This design comes from an exercise in tuning for small area on the open sky130 flow, not from production work.
The RTL was checked by simulation tests, not by an equivalence proof against the original design.
Power is estimated from default activity; no workload was simulated.

==> flow/design.v <==
module regfile_ckpt #(
   parameter int               WIDTH        = 32,
   parameter int               NUM_REGS     = 8,
   parameter int               SEL_W        = 3,
   parameter logic [WIDTH-1:0] RESET_EIP    = '0,
   parameter logic [WIDTH-1:0] RESET_EFLAGS = WIDTH'(2)
) (
   input  logic                      clk,
   input  logic                      rst_n,
   input  logic                      en,
   input  logic                      wr0_en,
   input  logic [SEL_W-1:0]          wr0_sel,
   input  logic [WIDTH-1:0]          wr0_data,
   input  logic                      wr1_en,
   input  logic [SEL_W-1:0]          wr1_sel,
   input  logic [WIDTH-1:0]          wr1_data,
   input  logic [WIDTH-1:0]          next_eip,
   input  logic [WIDTH-1:0]          next_eflags,
   input  logic                      ckpt_req,
   input  logic                      restore_req,
   input  logic                      ret_load,
   input  logic [31:0]               ret_load_val,
   input  logic [SEL_W-1:0]          rd0_sel,
   output logic [WIDTH-1:0]          rd0_data,
   input  logic [SEL_W-1:0]          rd1_sel,
   output logic [WIDTH-1:0]          rd1_data,
   output logic [NUM_REGS*WIDTH-1:0] gpr_flat,
   output logic [WIDTH-1:0]          eip,
   output logic [WIDTH-1:0]          eflags,
   output logic [31:0]               retired,
   output logic                      ckpt_valid,
   output logic                      restore_err
);
   logic [WIDTH-1:0] gpr    [NUM_REGS];
   logic [WIDTH-1:0] ck_gpr [NUM_REGS];
   logic [WIDTH-1:0] ck_eip;
   logic [WIDTH-1:0] ck_eflags;
   logic [31:0]      ck_ret;
   logic [31:0]      ret_cnt;
   logic             do_restore;
   logic             do_ckpt;
   logic             cap;
   logic             keep;
   logic [NUM_REGS-1:0] s0, s1, hold;
   assign do_restore = restore_req && ckpt_valid;
   assign do_ckpt    = ckpt_req && !restore_req;
   assign cap        = do_ckpt;    
   assign keep       = !do_restore;
   assign retired    = ret_cnt;
   always_comb begin
      for (int i = 0; i < NUM_REGS; i++) begin
         s0[i]   = keep && en && wr0_en && (wr0_sel == SEL_W'(i));
         s1[i]   = keep && en && wr1_en && (wr1_sel == SEL_W'(i)) &&
                   !(wr0_en && (wr0_sel == SEL_W'(i)));
         hold[i] = keep && !s0[i] && !s1[i];
      end
   end
   logic             upd;       
   logic             stay;      
   logic             r_ld, r_inc, r_hold;
   logic [31:0]      ret_inc;
   assign upd    = keep && en;
   assign stay   = keep && !en;
   assign r_ld   = keep && ret_load;
   assign r_inc  = keep && !ret_load && en;
   assign r_hold = keep && !ret_load && !en;
   assign ret_inc = ret_cnt + 32'd1;
   always_ff @(posedge clk or negedge rst_n) begin
      if (!rst_n) begin
         for (int i = 0; i < NUM_REGS; i++) gpr[i] <= '0;
         eip         <= RESET_EIP;
         eflags      <= RESET_EFLAGS;
         ret_cnt     <= '0;
         ckpt_valid  <= 1'b0;
         restore_err <= 1'b0;
      end else begin
         restore_err <= restore_req && !ckpt_valid;
         ckpt_valid  <= keep && (ckpt_valid || do_ckpt);
         for (int i = 0; i < NUM_REGS; i++) begin
            gpr[i] <= (ck_gpr[i] & {WIDTH{do_restore}}) | (wr0_data & {WIDTH{s0[i]}}) |
                      (wr1_data & {WIDTH{s1[i]}}) | (gpr[i] & {WIDTH{hold[i]}});
         end
         eip     <= (ck_eip & {WIDTH{do_restore}}) | (next_eip & {WIDTH{upd}}) |
                    (eip & {WIDTH{stay}});
         eflags  <= (ck_eflags & {WIDTH{do_restore}}) | (next_eflags & {WIDTH{upd}}) |
                    (eflags & {WIDTH{stay}});
         ret_cnt <= (ck_ret & {32{do_restore}}) | (ret_load_val & {32{r_ld}}) |
                    (ret_inc & {32{r_inc}}) | (ret_cnt & {32{r_hold}});
      end
   end
   always_ff @(posedge clk) begin
      for (int i = 0; i < NUM_REGS; i++)
         ck_gpr[i] <= (gpr[i] & {WIDTH{cap}}) | (ck_gpr[i] & {WIDTH{!cap}});
      ck_eip    <= (eip & {WIDTH{cap}}) | (ck_eip & {WIDTH{!cap}});
      ck_eflags <= (eflags & {WIDTH{cap}}) | (ck_eflags & {WIDTH{!cap}});
      ck_ret    <= (ret_cnt & {32{cap}}) | (ck_ret & {32{!cap}});
   end
   always_comb begin
      rd0_data = '0;
      rd1_data = '0;
      for (int i = 0; i < NUM_REGS; i++) begin
         rd0_data = rd0_data | (gpr[i] & {WIDTH{rd0_sel == SEL_W'(i)}});
         rd1_data = rd1_data | (gpr[i] & {WIDTH{rd1_sel == SEL_W'(i)}});
      end
   end
   for (genvar g = 0; g < NUM_REGS; g++) begin : g_flat
      assign gpr_flat[g*WIDTH +: WIDTH] = gpr[g];
   end
endmodule
make LEC_CHECK=0 CAP_MARGIN=20 CORE_MARGIN=2 CORE_UTILIZATION=40 CTS_BUF_LIST=sky130_fd_sc_hd__clkbuf_4 SLEW_MARGIN=20 finish   # period 6.0 ns
run.sh (not shown) runs the stock make flow with config.mk's settings and CLKGATE_MAP_FILE= SYNTH_SCRIPT=/design/flow/synth_recipe.tcl, a recipe that flattens the netlist after the stock synthesis.
Then changed:
==> flow/flow/run.sh (new file) <==
#!/bin/bash
# The standard layout, with two changes: ports are buffered with the smallest buffer
# (sky130_fd_sc_hd__buf_1) instead of the resizer's default, and CTS uses clkbuf_4 without dummy loads.
set -euo pipefail
bash standard.sh \
  "BUFFER_PORTS_ARGS=-buffer_cell sky130_fd_sc_hd__buf_1" \
  "CTS_ARGS=-sink_clustering_enable -repair_clock_nets -dont_use_dummy_load -buf_list sky130_fd_sc_hd__clkbuf_4" \
  finish > standard_flow.log 2>&1
==> flow/standard.sh (new file) <==
#!/bin/bash
# synth_recipe.tcl (not shown) runs the flow's synth.tcl, then flattens the netlist and writes it again
# the make line also repeats each setting of config.mk as NAME=value (left out here)
make -C /OpenROAD-flow-scripts/flow DESIGN_CONFIG=/design/flow/config.mk WORK_HOME=/design/flow/orfs CLKGATE_MAP_FILE= SYNTH_SCRIPT=/design/flow/synth_recipe.tcl "${@:-finish}"
Settings changed: CTS_BUF_LIST sky130_fd_sc_hd__clkbuf_4 to default.
removed: flow/run.sh
Non-clock buffer count went down by 9.
Core utilization goes down by 6.4 points.
Total power is lower by 16%.
Cell count decreases by 3.9%.
Critical path depth falls by 1.
Via count falls by 2.4%.
Sequential share of layout area went up by 6.5 points.

-- re-timing with driven ports --
Ports are ideal in the flow. The routed layouts listed here were re-timed in OpenROAD.
Step 1 (the two cells are an assumption about what drives the block):
set clk [get_ports {clk}]
set_driving_cell -lib_cell sky130_fd_sc_hd__clkbuf_16 $clk
set_driving_cell -lib_cell sky130_fd_sc_hd__buf_2 [delete_from_list [all_inputs] $clk]
Step 2, shift: input delay + t, output delay - t, t = (earliest + latest rising clock arrival at the registers) / 2. This alone moves slack from input paths to output paths.
Three values: ideal ports, drivers, drivers and shift; two values: the first two.
run	t (ns)	setup slack, ns	worst setup path after step 2	worst register clock-pin slew, ns	cell pins on the clock port's net
the first run	1.105	0.788 / 0.757 / 0.757	input to output	0.08 / 0.08	1
the second run	1.027	1.062 / 1.031 / 1.031	input to output	0.07 / 0.07	1
After both steps setup and hold are still met in every run listed.
